Context: an optimization exercise on an open-source flow, tuned for small area, a short achievable clock period and few clock cycles per item. The choices shown serve that exercise and are no tape-out recipe. Where RTL was checked, it was by simulation tests only, not by an equivalence proof against the original.

==> inputs of 05-03 <==
// sparse_dot_top
module sparse_dot_top #(
    parameter int MAX_ROWS = sparse_pkg::MAX_DIM,
    parameter int MAX_COLS = sparse_pkg::MAX_DIM
) (
    input  logic                                  clk,
    input  logic                                  rst,
    input  logic                                  load_en,
    input  sparse_pkg::bank_e                     load_bank,
    input  logic [sparse_pkg::INDEX_W-1:0]        load_index,
    input  sparse_pkg::word_t                     load_data,
    input  logic                                  start,
    input  logic [sparse_pkg::DIM_W-1:0]          num_rows,
    input  logic [sparse_pkg::DIM_W-1:0]          num_cols,
    input  logic [sparse_pkg::LANES*MAX_ROWS-1:0] bitmap_a,
    input  logic [sparse_pkg::LANES*MAX_COLS-1:0] bitmap_b,
    output logic                                  busy,
    output logic                                  done,
    output logic                                  result_valid,
    output logic [sparse_pkg::DIM_W-1:0]          result_row,
    output logic [sparse_pkg::DIM_W-1:0]          result_col,
    output sparse_pkg::acc_t                      result_value
);
clock: 10.0 ns
lec_check: 0
abc_clock_period_in_ps: 3000
cap_margin: 20
core_margin: 2
core_utilization: 50
slew_margin: 20
run.sh (not shown) runs the stock make flow with config.mk's settings and CLKGATE_MAP_FILE= SYNTH_SCRIPT=/design/flow/synth_recipe.tcl, a recipe that flattens the netlist after the stock synthesis.
==> 03-21: changes against 05-03 <==
--- a/flow/design.v
+++ b/flow/design.v
@@ -35,20 +35,19 @@
 module pair_walker (
     input  logic        clk,
     input  logic        rst,
     input  logic        start,
     input  logic [3:0]  num_rows,
     input  logic [3:0]  num_cols,
     input  logic [15:0] bitmap_a,
     input  logic [15:0] bitmap_b,
-    input  logic [15:0] bma_r,       
-    input  logic [15:0] bmb_r,
     output logic        issue,       
     output logic        issue_last,  
+    output logic [1:0]  pair_mask,   
     output logic [2:0]  row,
     output logic [2:0]  col,
     output logic [2:0]  ka0,
     output logic [2:0]  ka1,
     output logic [2:0]  kb0,
     output logic [2:0]  kb1
 );
     logic       run;
@@ -57,18 +56,19 @@
     logic       last_row;
     logic [1:0] a_bits;
     logic [1:0] b_bits;
     assign empty    = (num_rows == 4'd0) || (num_cols == 4'd0);
     assign issue    = run || (start && !empty);
     assign last_col = ({1'b0, col} == num_cols - 4'd1);
     assign last_row = ({1'b0, row} == num_rows - 4'd1);
     assign issue_last = last_col && last_row;
-    assign a_bits = run ? bma_r[{row, 1'b0} +: 2] : bitmap_a[1:0];
-    assign b_bits = run ? bmb_r[{col, 1'b0} +: 2] : bitmap_b[1:0];
+    assign a_bits = bitmap_a[{row, 1'b0} +: 2];
+    assign b_bits = bitmap_b[{col, 1'b0} +: 2];
+    assign pair_mask = a_bits & b_bits;
     always_ff @(posedge clk or negedge rst) begin
         if (!rst) begin
             run <= 1'b0;
             row <= '0;
             col <= '0;
             ka0 <= '0;
             ka1 <= '0;
             kb0 <= '0;
@@ -101,46 +101,63 @@
 `default_nettype wire
 `timescale 1ns/100ps
 `default_nettype none
 module operand_fetch (
     input  logic              clk,
     input  logic              rst,
     input  logic              issue,
     input  logic              issue_last,
+    input  logic [1:0]        pair_mask,
     input  logic [2:0]        row,
     input  logic [2:0]        col,
     input  sparse_pkg::word_t a0_val,
     input  sparse_pkg::word_t a1_val,
     input  sparse_pkg::word_t b0_val,
     input  sparse_pkg::word_t b1_val,
     output logic              op_valid,
     output logic              op_last,
     output logic [2:0]        op_row,
     output logic [2:0]        op_col,
     output sparse_pkg::word_t op_a0,
     output sparse_pkg::word_t op_a1,
-    output sparse_pkg::word_t op_b0,
-    output sparse_pkg::word_t op_b1
+    output logic [7:0]        op_on0,
+    output logic [7:0]        op_tw0,
+    output logic [7:0]        op_ng0,
+    output logic              op_r80,
+    output logic [7:0]        op_on1,
+    output logic [7:0]        op_tw1,
+    output logic [7:0]        op_ng1,
+    output logic              op_r81
 );
+    logic [7:0] on0, tw0, ng0, on1, tw1, ng1;
+    logic       r80, r81;
+    booth_enc i_enc0 (.b(b0_val), .m(pair_mask[0]), .on(on0), .tw(tw0), .ng(ng0), .r8(r80));
+    booth_enc i_enc1 (.b(b1_val), .m(pair_mask[1]), .on(on1), .tw(tw1), .ng(ng1), .r8(r81));
     always_ff @(posedge clk or negedge rst) begin
         if (!rst) begin
             op_valid <= 1'b0;
         end else begin
             op_valid <= issue;
         end
     end
     always_ff @(posedge clk) begin
         op_last <= issue_last;
         op_row  <= row;
         op_col  <= col;
         op_a0   <= a0_val;
         op_a1   <= a1_val;
-        op_b0   <= b0_val;
-        op_b1   <= b1_val;
+        op_on0  <= on0;
+        op_tw0  <= tw0;
+        op_ng0  <= ng0;
+        op_r80  <= r80;
+        op_on1  <= on1;
+        op_tw1  <= tw1;
+        op_ng1  <= ng1;
+        op_r81  <= r81;
     end
 endmodule
 `default_nettype wire
 `timescale 1ns/100ps
 `default_nettype none
 module value_store (
     input  logic                           clk,
     input  logic                           load_en,
@@ -168,37 +185,44 @@
     end
     assign a0_val = mem[0][a0_idx];
     assign a1_val = mem[1][a1_idx];
     assign b0_val = mem[2][b0_idx];
     assign b1_val = mem[3][b1_idx];
 endmodule
 `default_nettype wire
 `default_nettype none
-module mul_cs (
-    input  wire [15:0] a,
+module booth_enc (
     input  wire [15:0] b,
     input  wire        m,
-    output wire [32:0] s,
-    output wire [32:0] c
+    output wire [7:0]  on,
+    output wire [7:0]  tw,
+    output wire [7:0]  ng,
+    output wire        r8
 );
     wire [17:0] bx = {1'b0, b, 1'b0};
-    wire [8:0]  on;
-    wire [8:0]  tw;
-    wire [8:0]  ng;
-    wire [17:0] ax = {1'b0, a, 1'b0};
     genvar gj;
     for (gj = 0; gj < 8; gj++) begin : g_enc
         assign on[gj] = m & (bx[2*gj+1] ^ bx[2*gj]);
         assign tw[gj] = m & ((bx[2*gj+2] & ~bx[2*gj+1] & ~bx[2*gj]) | (~bx[2*gj+2] & bx[2*gj+1] & bx[2*gj]));
         assign ng[gj] = m & bx[2*gj+2];
     end
-    assign on[8] = 1'b0;
-    assign tw[8] = 1'b0;
-    assign ng[8] = 1'b0;
+    assign r8 = m & b[15];
+endmodule
+module mul_cs (
+    input  wire [15:0] a,
+    input  wire [7:0]  on,
+    input  wire [7:0]  tw,
+    input  wire [7:0]  ng,
+    input  wire        r8,
+    output wire [32:0] s,
+    output wire [32:0] c
+);
+    wire [17:0] ax = {1'b0, a, 1'b0};
+    genvar gj;
     wire [16:0] pp0;
     for (gj = 0; gj < 17; gj++) begin : g_pp0
         assign pp0[gj] = ((on[0] & ax[gj+1]) | (tw[0] & ax[gj])) ^ ng[0];
     end
     wire [16:0] pp1;
     for (gj = 0; gj < 17; gj++) begin : g_pp1
         assign pp1[gj] = ((on[1] & ax[gj+1]) | (tw[1] & ax[gj])) ^ ng[1];
     end
@@ -221,17 +245,17 @@
     wire [16:0] pp6;
     for (gj = 0; gj < 17; gj++) begin : g_pp6
         assign pp6[gj] = ((on[6] & ax[gj+1]) | (tw[6] & ax[gj])) ^ ng[6];
     end
     wire [16:0] pp7;
     for (gj = 0; gj < 17; gj++) begin : g_pp7
         assign pp7[gj] = ((on[7] & ax[gj+1]) | (tw[7] & ax[gj])) ^ ng[7];
     end
-    wire [15:0] pp8 = a & {16{m & b[15]}};
+    wire [15:0] pp8 = a & {16{r8}};
     wire t1;
     wire t2;
     wire t3;
     wire t4;
     wire t5;
     wire t6;
     wire t7;
     wire t8;
@@ -1053,24 +1077,19 @@
     input  logic [sparse_pkg::LANES*MAX_COLS-1:0] bitmap_b,
     output logic                                  busy,
     output logic                                  done,
     output logic                                  result_valid,
     output logic [sparse_pkg::DIM_W-1:0]          result_row,
     output logic [sparse_pkg::DIM_W-1:0]          result_col,
     output sparse_pkg::acc_t                      result_value
 );
-    logic [15:0] bma_r;
-    logic [15:0] bmb_r;
-    always_ff @(posedge clk) begin
-        bma_r <= bitmap_a;
-        bmb_r <= bitmap_b;
-    end
     logic              issue;
     logic              issue_last;
+    logic [1:0]        pair_mask;
     logic [2:0]        row;
     logic [2:0]        col;
     logic [2:0]        ka0;
     logic [2:0]        ka1;
     logic [2:0]        kb0;
     logic [2:0]        kb1;
     sparse_pkg::word_t a0_val;
     sparse_pkg::word_t a1_val;
@@ -1079,20 +1098,19 @@
     pair_walker i_pair_walker (
         .clk        (clk),
         .rst        (rst),
         .start      (start),
         .num_rows   (num_rows),
         .num_cols   (num_cols),
         .bitmap_a   (bitmap_a),
         .bitmap_b   (bitmap_b),
-        .bma_r      (bma_r),
-        .bmb_r      (bmb_r),
         .issue      (issue),
         .issue_last (issue_last),
+        .pair_mask  (pair_mask),
         .row        (row),
         .col        (col),
         .ka0        (ka0),
         .ka1        (ka1),
         .kb0        (kb0),
         .kb1        (kb1)
     );
     value_store i_value_store (
@@ -1111,46 +1129,52 @@
         .b1_val     (b1_val)
     );
     logic              op_valid;
     logic              op_last;
     logic [2:0]        op_row;
     logic [2:0]        op_col;
     sparse_pkg::word_t op_a0;
     sparse_pkg::word_t op_a1;
-    sparse_pkg::word_t op_b0;
-    sparse_pkg::word_t op_b1;
+    logic [7:0]        op_on0, op_tw0, op_ng0;
+    logic [7:0]        op_on1, op_tw1, op_ng1;
+    logic              op_r80, op_r81;
     operand_fetch i_operand_fetch (
         .clk        (clk),
         .rst        (rst),
         .issue      (issue),
         .issue_last (issue_last),
+        .pair_mask  (pair_mask),
         .row        (row),
         .col        (col),
         .a0_val     (a0_val),
         .a1_val     (a1_val),
         .b0_val     (b0_val),
         .b1_val     (b1_val),
         .op_valid   (op_valid),
         .op_last    (op_last),
         .op_row     (op_row),
         .op_col     (op_col),
         .op_a0      (op_a0),
         .op_a1      (op_a1),
-        .op_b0      (op_b0),
-        .op_b1      (op_b1)
+        .op_on0     (op_on0),
+        .op_tw0     (op_tw0),
+        .op_ng0     (op_ng0),
+        .op_r80     (op_r80),
+        .op_on1     (op_on1),
+        .op_tw1     (op_tw1),
+        .op_ng1     (op_ng1),
+        .op_r81     (op_r81)
     );
     logic [32:0] p0_s;
     logic [32:0] p0_c;
     logic [32:0] p1_s;
     logic [32:0] p1_c;
-    logic [1:0]  op_mask;
-    mul_cs i_mul0 (.a(op_a0), .b(op_b0), .m(op_mask[0]), .s(p0_s), .c(p0_c));
-    mul_cs i_mul1 (.a(op_a1), .b(op_b1), .m(op_mask[1]), .s(p1_s), .c(p1_c));
-    assign op_mask = bma_r[{op_row, 1'b0} +: 2] & bmb_r[{op_col, 1'b0} +: 2];
+    mul_cs i_mul0 (.a(op_a0), .on(op_on0), .tw(op_tw0), .ng(op_ng0), .r8(op_r80), .s(p0_s), .c(p0_c));
+    mul_cs i_mul1 (.a(op_a1), .on(op_on1), .tw(op_tw1), .ng(op_ng1), .r8(op_r81), .s(p1_s), .c(p1_c));
     logic        cs_valid;
     logic        cs_last;
     logic [2:0]  cs_row;
     logic [2:0]  cs_col;
     logic [32:0] cs_p0_s;
     logic [32:0] cs_p0_c;
     logic [32:0] cs_p1_s;
     logic [32:0] cs_p1_c;
==> flow/flow/run.sh (new file) <==
#!/bin/bash
# The standard layout, with timing repair aiming below the design's clock
# period (the SDC is unchanged; only the repair margin is raised). Extra make
# variables, one per line, come from flow/args.txt.
set -euo pipefail
mapfile -t ARGS < flow/args.txt
bash standard.sh "${ARGS[@]}" finish > standard_finish.log 2>&1
==> flow/flow/args.txt (new file) <==
SETUP_SLACK_MARGIN=6.5
BUFFER_PORTS_ARGS=-buffer_cell sky130_fd_sc_hd__buf_2
==> flow/standard.sh (new file) <==
#!/bin/bash
# synth_recipe.tcl (not shown) runs the flow's synth.tcl, then flattens the netlist and writes it again
# the make line also repeats each setting of config.mk as NAME=value (left out here)
make -C /OpenROAD-flow-scripts/flow DESIGN_CONFIG=/design/flow/config.mk WORK_HOME=/design/flow/orfs CLKGATE_MAP_FILE= SYNTH_SCRIPT=/design/flow/synth_recipe.tcl "${@:-finish}"
CORE_UTILIZATION = 60   (was 50)
CTS_CLUSTER_DIAMETER = 80   (was default)
CTS_CLUSTER_SIZE = 30   (was default)
removed: flow/run.sh
==> run notes <==
Row Count=95; Met3 Wirelength=7.052 mm; mux contribution to synthesized area=0.05220; Worst Hold Slack=0.3317 ns; Seq area share=0.4864; met3 Usage GRT=0.03971; Final WS setup=6.396 ns; met1 global-route usage=0.4146; Top delay family on crit path=simple AND/OR/NAND/NOR gates; via count=25220; Tmin final=between 3 and 4 ns; CP Class=in2reg; drt wl/cell=25.37 µm; post-CTS setup buffers=1; status=timing/DRC/antenna clean; H-tree depth=2; GR Util met2=0.4851
[end of results for 03-21]
==> run notes <==
status=timing/DRC/antenna clean; drt wl/cell=between 20 and 25 µm; Worst Hold Slack=0.3251 ns; Met3 Wirelength=9.222 mm; Final WS setup=4.951 ns; part of the Yosys area used for sequential elements=0.4522; Top delay family on crit path=adder cells; post-CTS setup buffers=0; Seq area share=0.4091; crit path from=i_operand_fetch.op_col[0]; CP Class=reg2reg; Tmin final=5.049 ns; via count=35000; met1 global-route usage=0.3835; mux contribution to synthesized area=0.05500
[end of results for 05-03]
Testbench counts of 03-21, summed over its fixed seeds: cycles 10,520, items 9,944.
For 05-03, only the layout was checked, not whether the RTL still works.

==> re-timing with driven ports <==
The flow's constraints put no driver on any port. The routed layouts listed below were extracted and timed again, unchanged, in two steps. Step 1 sets driving cells, clkbuf_16 on the clock port and buf_2 on the other inputs (assumed; they add their load-dependent delay and slew). Step 2 also shifts input and output timing later by t, the mid clock arrival at the registers, as if the neighbouring blocks saw the same clock. Slacks: ideal ports / drivers / drivers and shift; pairs: ideal ports / drivers.
run | t (ns) | setup WS [ns] | worst hold slack (ns) | worst setup path after step 2
05-03 | 0.738 | 4.951 / 4.951 / 4.951 | 0.325 / 0.325 / 0.325 | register to register
03-21 | 0.674 | 6.396 / 6.438 / 5.764 | 0.332 / 0.332 / 0.332 | input to register
After both steps every run listed still meets setup and hold. The setup slack of 03-21, which loses most, moves by +0.042 ns with the drivers and by -0.632 ns with both steps.
